This design comes from an exercise in tuning for small area, a short achievable clock period and few clock cycles per item on the open sky130 flow, not from production work.
In this exercise RTL edits were held to simulation tests only and were not proved equivalent to the original.

==> inputs of sierra <==
==> flow/design.v <==
module sorter_top (
    input  logic                                        clk_i,
    input  logic                                        rst_i,
    input  logic                                        src_vld_i,
    input  logic [16-1:0]                   src_data_i,
    output logic                                        reorder_vld_o,
    output logic [8*16-1:0] reorder_ranks_o
);
    localparam int DW     = 16;
    localparam int TW     = 4;
    localparam int WIN    = 15;
    localparam int NSTORE = 15 - 1;
    localparam int OUTR   = 8;
    logic [DW-1:0]      val_q [WIN];
    logic [TW-1:0]      tag_q [WIN];
    logic [TW-1:0]      ptr_q;
    logic               vld_q;
    logic [WIN-1:0]     lt;           
    logic [WIN-1:0]     is_old;       
    logic [WIN-1:0]     past_old;     
    logic [WIN-1:0]     s_up, s_hold, s_new, s_dn;
    logic               ins, del;
    function automatic logic less_than(input logic [DW-1:0] a, input logic [DW-1:0] b);
        logic [DW-1:0] l;
        logic [DW-1:0] ng;
        for (int i = 0; i < DW; i++) begin
            l[i]  = ~a[i] & b[i];
            ng[i] = ~a[i] | b[i];
        end
        for (int s = 1; s < DW; s = s * 2) begin
            for (int i = 0; i + s < DW; i = i + 2 * s) begin
                l[i]  = l[i + s] | (ng[i + s] & l[i]);
                ng[i] = l[i + s] | (ng[i + s] & ng[i]);
            end
        end
        less_than = l[0];
    endfunction
    always_comb begin
        for (int i = 0; i < WIN; i++) begin
            lt[i]       = (i < NSTORE) ? less_than(src_data_i, val_q[i]) : 1'b1;
            is_old[i]   = (tag_q[i] == ptr_q);
            past_old[i] = is_old[i] | ((i > 0) ? past_old[(i > 0) ? i-1 : 0] : 1'b0);
        end
    end
    assign ins = src_vld_i & ~rst_i;
    assign del = vld_q & ~rst_i;
    always_comb begin
        for (int j = 0; j < WIN; j++) begin
            s_up[j]   = ins & (j > 0) & lt[(j > 0) ? j-1 : 0];
            s_new[j]  = ins & lt[j] & ~((j > 0) & lt[(j > 0) ? j-1 : 0]);
            s_dn[j]   = del & (j < WIN-1) & past_old[j];
            s_hold[j] = ~rst_i & ((ins & ~lt[j]) | (del & ~past_old[j]) | (~ins & ~del));
        end
    end
    always_ff @(posedge clk_i) begin
        for (int j = 0; j < WIN; j++) begin
            val_q[j] <= ({DW{s_up[j]}}   & val_q[(j > 0) ? j-1 : 0])
                      | ({DW{s_hold[j]}} & val_q[j])
                      | ({DW{s_new[j]}}  & src_data_i)
                      | ({DW{s_dn[j]}}   & val_q[(j < WIN-1) ? j+1 : 0]);
            tag_q[j] <= ({TW{s_up[j]}}   & tag_q[(j > 0) ? j-1 : 0])
                      | ({TW{s_hold[j]}} & tag_q[j])
                      | ({TW{s_new[j]}}  & ptr_q)
                      | ({TW{s_dn[j]}}   & tag_q[(j < WIN-1) ? j+1 : 0])
                      | ({TW{rst_i}}     & TW'(j + 1));
        end
        if (rst_i) begin
            ptr_q <= '0;
            vld_q <= 1'b0;
        end else begin
            vld_q <= src_vld_i;
            if (src_vld_i) begin
                ptr_q <= (ptr_q == TW'(WIN - 1)) ? '0 : ptr_q + 1'b1;
            end
        end
    end
    assign reorder_vld_o = vld_q;
    always_comb begin
        for (int r = 0; r < OUTR; r++) begin
            reorder_ranks_o[r*DW +: DW] = val_q[r];
        end
    end
endmodule
==> flow/flow/run.sh <==
#!/bin/bash
# Standard ORFS layout with these changes:
# - ports are buffered with plain buffers instead of the delay cell that
#   buffer_ports picks by default;
# - the resizer may swap cells across footprints (MATCH_CELL_FOOTPRINT=0);
# - before repair_design, the input port buffers are upsized, since each data
#   input fans out to every comparator.
set -e
here=$(pwd)
export BUFFER_PORTS_ARGS="-buffer_cell sky130_fd_sc_hd__buf_1"
export PRE_RESIZE_TCL="$here/flow/upsize_inputs.tcl"
bash standard.sh MATCH_CELL_FOOTPRINT=0 finish > standard_run.log 2>&1
==> flow/flow/upsize_inputs.tcl <==
# Input port buffers drive wide fanout (each data bit feeds every comparator);
# give them a strong cell before repair_design builds buffer trees.
foreach inst [get_cells input*] {
  replace_cell $inst sky130_fd_sc_hd__buf_16
}
==> flow/standard.sh <==
#!/bin/bash
# synth_recipe.tcl (not shown) runs the flow's synth.tcl, then flattens the netlist and writes it again
# the make line also repeats each setting of config.mk as NAME=value (left out here)
make -C /OpenROAD-flow-scripts/flow DESIGN_CONFIG=/design/flow/config.mk WORK_HOME=/design/flow/orfs CLKGATE_MAP_FILE= SYNTH_SCRIPT=/design/flow/synth_recipe.tcl "${@:-finish}"
==> flow/config.mk <==
export PLATFORM = sky130hd
export DESIGN_NAME = sorter_top
export DESIGN_NICKNAME = sorter_top
export VERILOG_FILES = /design/flow/design.v
export SDC_FILE = /design/flow/constraint.sdc
export NUM_CORES = 4
export LEC_CHECK = 0
export ABC_AREA = 1
export CAP_MARGIN = 20
export CORE_MARGIN = 2
export CORE_UTILIZATION = 50
export CTS_CLUSTER_DIAMETER = 100
export CTS_CLUSTER_SIZE = 20
export PLACE_DENSITY = 0.6
export SETUP_SLACK_MARGIN = 3.0
export SLEW_MARGIN = 20
export TNS_END_PERCENT = 0
==> flow/constraint.sdc <==
create_clock -name core_clock -period 6.0 [get_ports {clk_i}]
set_input_delay 1.2000 -clock core_clock [delete_from_list [all_inputs] [get_ports {clk_i}]]
set_output_delay 1.2000 -clock core_clock [all_outputs]
set_load 0.01 [all_outputs]
==> inputs of zinc, as changes to sierra <==
--- a/flow/design.v
+++ b/flow/design.v
@@ -7,9 +7,8 @@
     output logic [8*16-1:0] reorder_ranks_o
 );
-    localparam int DW     = 16;
-    localparam int TW     = 4;
-    localparam int WIN    = 15;
-    localparam int NSTORE = 15 - 1;
-    localparam int OUTR   = 8;
+    localparam int DW   = 16;
+    localparam int TW   = 4;
+    localparam int WIN  = 15;
+    localparam int OUTR = 8;
     logic [DW-1:0]      val_q [WIN];
     logic [TW-1:0]      tag_q [WIN];
@@ -20,5 +19,5 @@
     logic [WIN-1:0]     past_old;     
     logic [WIN-1:0]     s_up, s_hold, s_new, s_dn;
-    logic               ins, del;
+    logic               load;
     function automatic logic less_than(input logic [DW-1:0] a, input logic [DW-1:0] b);
         logic [DW-1:0] l;
@@ -38,17 +37,25 @@
     always_comb begin
         for (int i = 0; i < WIN; i++) begin
-            lt[i]       = (i < NSTORE) ? less_than(src_data_i, val_q[i]) : 1'b1;
-            is_old[i]   = (tag_q[i] == ptr_q);
+            lt[i]     = less_than(src_data_i, val_q[i]);
+            is_old[i] = (tag_q[i] == ptr_q);
             past_old[i] = is_old[i] | ((i > 0) ? past_old[(i > 0) ? i-1 : 0] : 1'b0);
         end
     end
-    assign ins = src_vld_i & ~rst_i;
-    assign del = vld_q & ~rst_i;
+    assign load = src_vld_i & ~rst_i;
     always_comb begin
         for (int j = 0; j < WIN; j++) begin
-            s_up[j]   = ins & (j > 0) & lt[(j > 0) ? j-1 : 0];
-            s_new[j]  = ins & lt[j] & ~((j > 0) & lt[(j > 0) ? j-1 : 0]);
-            s_dn[j]   = del & (j < WIN-1) & past_old[j];
-            s_hold[j] = ~rst_i & ((ins & ~lt[j]) | (del & ~past_old[j]) | (~ins & ~del));
+            s_up[j]   = load & (j > 0) & ~past_old[(j > 0) ? j-1 : 0] & lt[(j > 0) ? j-1 : 0];
+            s_dn[j]   = load & (j < WIN-1) & past_old[j] & ~lt[(j < WIN-1) ? j+1 : 0];
+            if (j == 0) begin
+                s_new[j] = load & (past_old[0] ? lt[1] : lt[0]);
+            end else if (j == WIN-1) begin
+                s_new[j] = load & ~lt[j-1 + (past_old[j-1] ? 1 : 0)];
+            end else begin
+                s_new[j] = load & (past_old[j] ? lt[j+1] : lt[j])
+                                & ~(past_old[j-1] ? lt[j] : lt[j-1]);
+            end
+            s_hold[j] = ~rst_i & (~load
+                                | (~past_old[j] & ~lt[j])
+                                | ((j > 0) & past_old[(j > 0) ? j-1 : 0] & lt[j]));
         end
     end
@@ -63,5 +70,5 @@
                       | ({TW{s_new[j]}}  & ptr_q)
                       | ({TW{s_dn[j]}}   & tag_q[(j < WIN-1) ? j+1 : 0])
-                      | ({TW{rst_i}}     & TW'(j + 1));
+                      | ({TW{rst_i}}     & TW'(j));
         end
         if (rst_i) begin
==> flow/flow/run.sh (replaced) <==
#!/bin/bash
# Standard ORFS layout with two changes:
# - ports are buffered with plain buffers instead of the delay cell that
#   buffer_ports picks by default;
# - before repair_design, the input port buffers are upsized, since each data
#   input fans out to every comparator.
set -e
here=$(pwd)
export BUFFER_PORTS_ARGS="-buffer_cell sky130_fd_sc_hd__buf_1"
export PRE_RESIZE_TCL="$here/flow/upsize_inputs.tcl"
bash standard.sh > standard_run.log 2>&1
CTS_BUF_LIST = sky130_fd_sc_hd__clkbuf_8   (was not set)
CTS_CLUSTER_DIAMETER = not set   (was 100)
==> inputs of yarrow, as changes to sierra <==
--- a/flow/design.v
+++ b/flow/design.v
@@ -7,9 +7,8 @@
     output logic [8*16-1:0] reorder_ranks_o
 );
-    localparam int DW     = 16;
-    localparam int TW     = 4;
-    localparam int WIN    = 15;
-    localparam int NSTORE = 15 - 1;
-    localparam int OUTR   = 8;
+    localparam int DW   = 16;
+    localparam int TW   = 4;
+    localparam int WIN  = 15;
+    localparam int OUTR = 8;
     logic [DW-1:0]      val_q [WIN];
     logic [TW-1:0]      tag_q [WIN];
@@ -20,5 +19,5 @@
     logic [WIN-1:0]     past_old;     
     logic [WIN-1:0]     s_up, s_hold, s_new, s_dn;
-    logic               ins, del;
+    logic               load;
     function automatic logic less_than(input logic [DW-1:0] a, input logic [DW-1:0] b);
         logic [DW-1:0] l;
@@ -38,17 +37,25 @@
     always_comb begin
         for (int i = 0; i < WIN; i++) begin
-            lt[i]       = (i < NSTORE) ? less_than(src_data_i, val_q[i]) : 1'b1;
-            is_old[i]   = (tag_q[i] == ptr_q);
+            lt[i]     = less_than(src_data_i, val_q[i]);
+            is_old[i] = (tag_q[i] == ptr_q);
             past_old[i] = is_old[i] | ((i > 0) ? past_old[(i > 0) ? i-1 : 0] : 1'b0);
         end
     end
-    assign ins = src_vld_i & ~rst_i;
-    assign del = vld_q & ~rst_i;
+    assign load = src_vld_i & ~rst_i;
     always_comb begin
         for (int j = 0; j < WIN; j++) begin
-            s_up[j]   = ins & (j > 0) & lt[(j > 0) ? j-1 : 0];
-            s_new[j]  = ins & lt[j] & ~((j > 0) & lt[(j > 0) ? j-1 : 0]);
-            s_dn[j]   = del & (j < WIN-1) & past_old[j];
-            s_hold[j] = ~rst_i & ((ins & ~lt[j]) | (del & ~past_old[j]) | (~ins & ~del));
+            s_up[j]   = load & (j > 0) & ~past_old[(j > 0) ? j-1 : 0] & lt[(j > 0) ? j-1 : 0];
+            s_dn[j]   = load & (j < WIN-1) & past_old[j] & ~lt[(j < WIN-1) ? j+1 : 0];
+            if (j == 0) begin
+                s_new[j] = load & (past_old[0] ? lt[1] : lt[0]);
+            end else if (j == WIN-1) begin
+                s_new[j] = load & ~lt[j-1 + (past_old[j-1] ? 1 : 0)];
+            end else begin
+                s_new[j] = load & (past_old[j] ? lt[j+1] : lt[j])
+                                & ~(past_old[j-1] ? lt[j] : lt[j-1]);
+            end
+            s_hold[j] = ~rst_i & (~load
+                                | (~past_old[j] & ~lt[j])
+                                | ((j > 0) & past_old[(j > 0) ? j-1 : 0] & lt[j]));
         end
     end
@@ -63,5 +70,5 @@
                       | ({TW{s_new[j]}}  & ptr_q)
                       | ({TW{s_dn[j]}}   & tag_q[(j < WIN-1) ? j+1 : 0])
-                      | ({TW{rst_i}}     & TW'(j + 1));
+                      | ({TW{rst_i}}     & TW'(j));
         end
         if (rst_i) begin
--- a/flow/flow/run.sh
+++ b/flow/flow/run.sh
@@ -1,4 +1,7 @@
 #!/bin/bash
 # Standard ORFS layout with these changes:
+# - Yosys's ABC maps the logic with flow/abc.script (Yosys's own default
+#   mapping: &dch, &nf) instead of ORFS's scripts; registers are untouched,
+#   ABC only maps the combinational logic;
 # - ports are buffered with plain buffers instead of the delay cell that
 #   buffer_ports picks by default;
@@ -8,4 +11,9 @@
 set -e
 here=$(pwd)
+rm -rf "$here/orfs_scripts"
+cp -r "$FLOW_HOME/scripts" "$here/orfs_scripts"
+cp "$here/flow/abc.script" "$here/orfs_scripts/abc_speed.script"
+cp "$here/flow/abc.script" "$here/orfs_scripts/abc_area.script"
+export SCRIPTS_DIR="$here/orfs_scripts"
 export BUFFER_PORTS_ARGS="-buffer_cell sky130_fd_sc_hd__buf_1"
 export PRE_RESIZE_TCL="$here/flow/upsize_inputs.tcl"
==> flow/flow/abc.script (new file) <==
strash
&get -n
&fraig -x
&put
scorr
dc2
strash
&get -n
&dch -f
&nf
&put
buffer -p
upsize
dnsize
stime -p
CTS_CLUSTER_DIAMETER = not set   (was 100)
CTS_CLUSTER_SIZE = not set   (was 20)
==> metrics.log <==
[metrics] result of the run: timing/DRC/antenna clean
[metrics] adder and majority gate portion of the synthesized area: 1.558%
[metrics] Post-Layout Inst Area: 21860 um2
[metrics] count of cells along the worst register-to-register path: 17
[metrics] worst slack on hold paths: 0.5197 ns
[metrics] Die Y: 190.3 um
# the run above: yarrow

==> metrics.log <==
[metrics] Post-Layout Inst Area: 24070 um2
[metrics] result of the run: timing/DRC/antenna clean
[metrics] worst slack on hold paths: 0.4682 ns
[metrics] adder and majority gate portion of the synthesized area: 0%
[metrics] Die Y: 207.2 um
# the run above: zinc

==> metrics.log <==
[metrics] result of the run: timing/DRC/antenna clean
[metrics] worst slack on hold paths: 0.4571 ns
[metrics] switch share: 31.37%
[metrics] count of cells along the worst register-to-register path: 12
[metrics] Post-Layout Inst Area: 22230 um2
[metrics] post-synthesis cell type count: 48
[metrics] number of hold violations in the final report: 0
[metrics] CP Launch Point: src_data_i[0]
[metrics] nonclk inv count: 312
[metrics] Die Y: 200.5 um
[metrics] number of multi-input logic gates: 2339
# the run above: sierra

Testbench counts of sierra, summed over its fixed seeds: cycles 6,400, items 3,200.
Testbench counts of zinc, summed over its fixed seeds: cycles 6,400, items 3,200.
Testbench counts of yarrow, summed over its fixed seeds: cycles 6,400, items 3,200.

-- static timing again, ports no longer ideal --
How much do the figures lean on ideal ports? The routed layouts below were timed once more, with nothing changed but the port constraints. Step 1 sets driving cells, clkbuf_16 on the clock port and buf_2 on the other inputs (assumed; they add their load-dependent delay and slew). Step 2 also shifts input and output timing later by t, the mid clock arrival at the registers, as if the neighbouring blocks saw the same clock. a / b / c = ideal ports / drivers / drivers and shift; a / b = the first two.
| run | shift t [ns] | setup slack, ns | hold slack, ns | worst slew at a driven data input, ns | pins driven straight from the clock port |
|---|---|---|---|---|---|
| sierra | 0.591 | 2.939 / 2.904 / 2.314 | 0.457 / 0.457 / 0.457 | 0.13 | 1 |
| zinc | 0.712 | 3.023 / 2.991 / 2.279 | 0.468 / 0.468 / 0.468 | 0.10 | 1 |
| yarrow | 0.603 | 2.504 / 2.474 / 1.871 | 0.520 / 0.520 / 0.520 | 0.13 | 1 |
After both steps setup and hold are still met in every run listed. The setup slack of zinc, which loses most, moves by -0.032 ns with the drivers and by -0.744 ns with both steps.
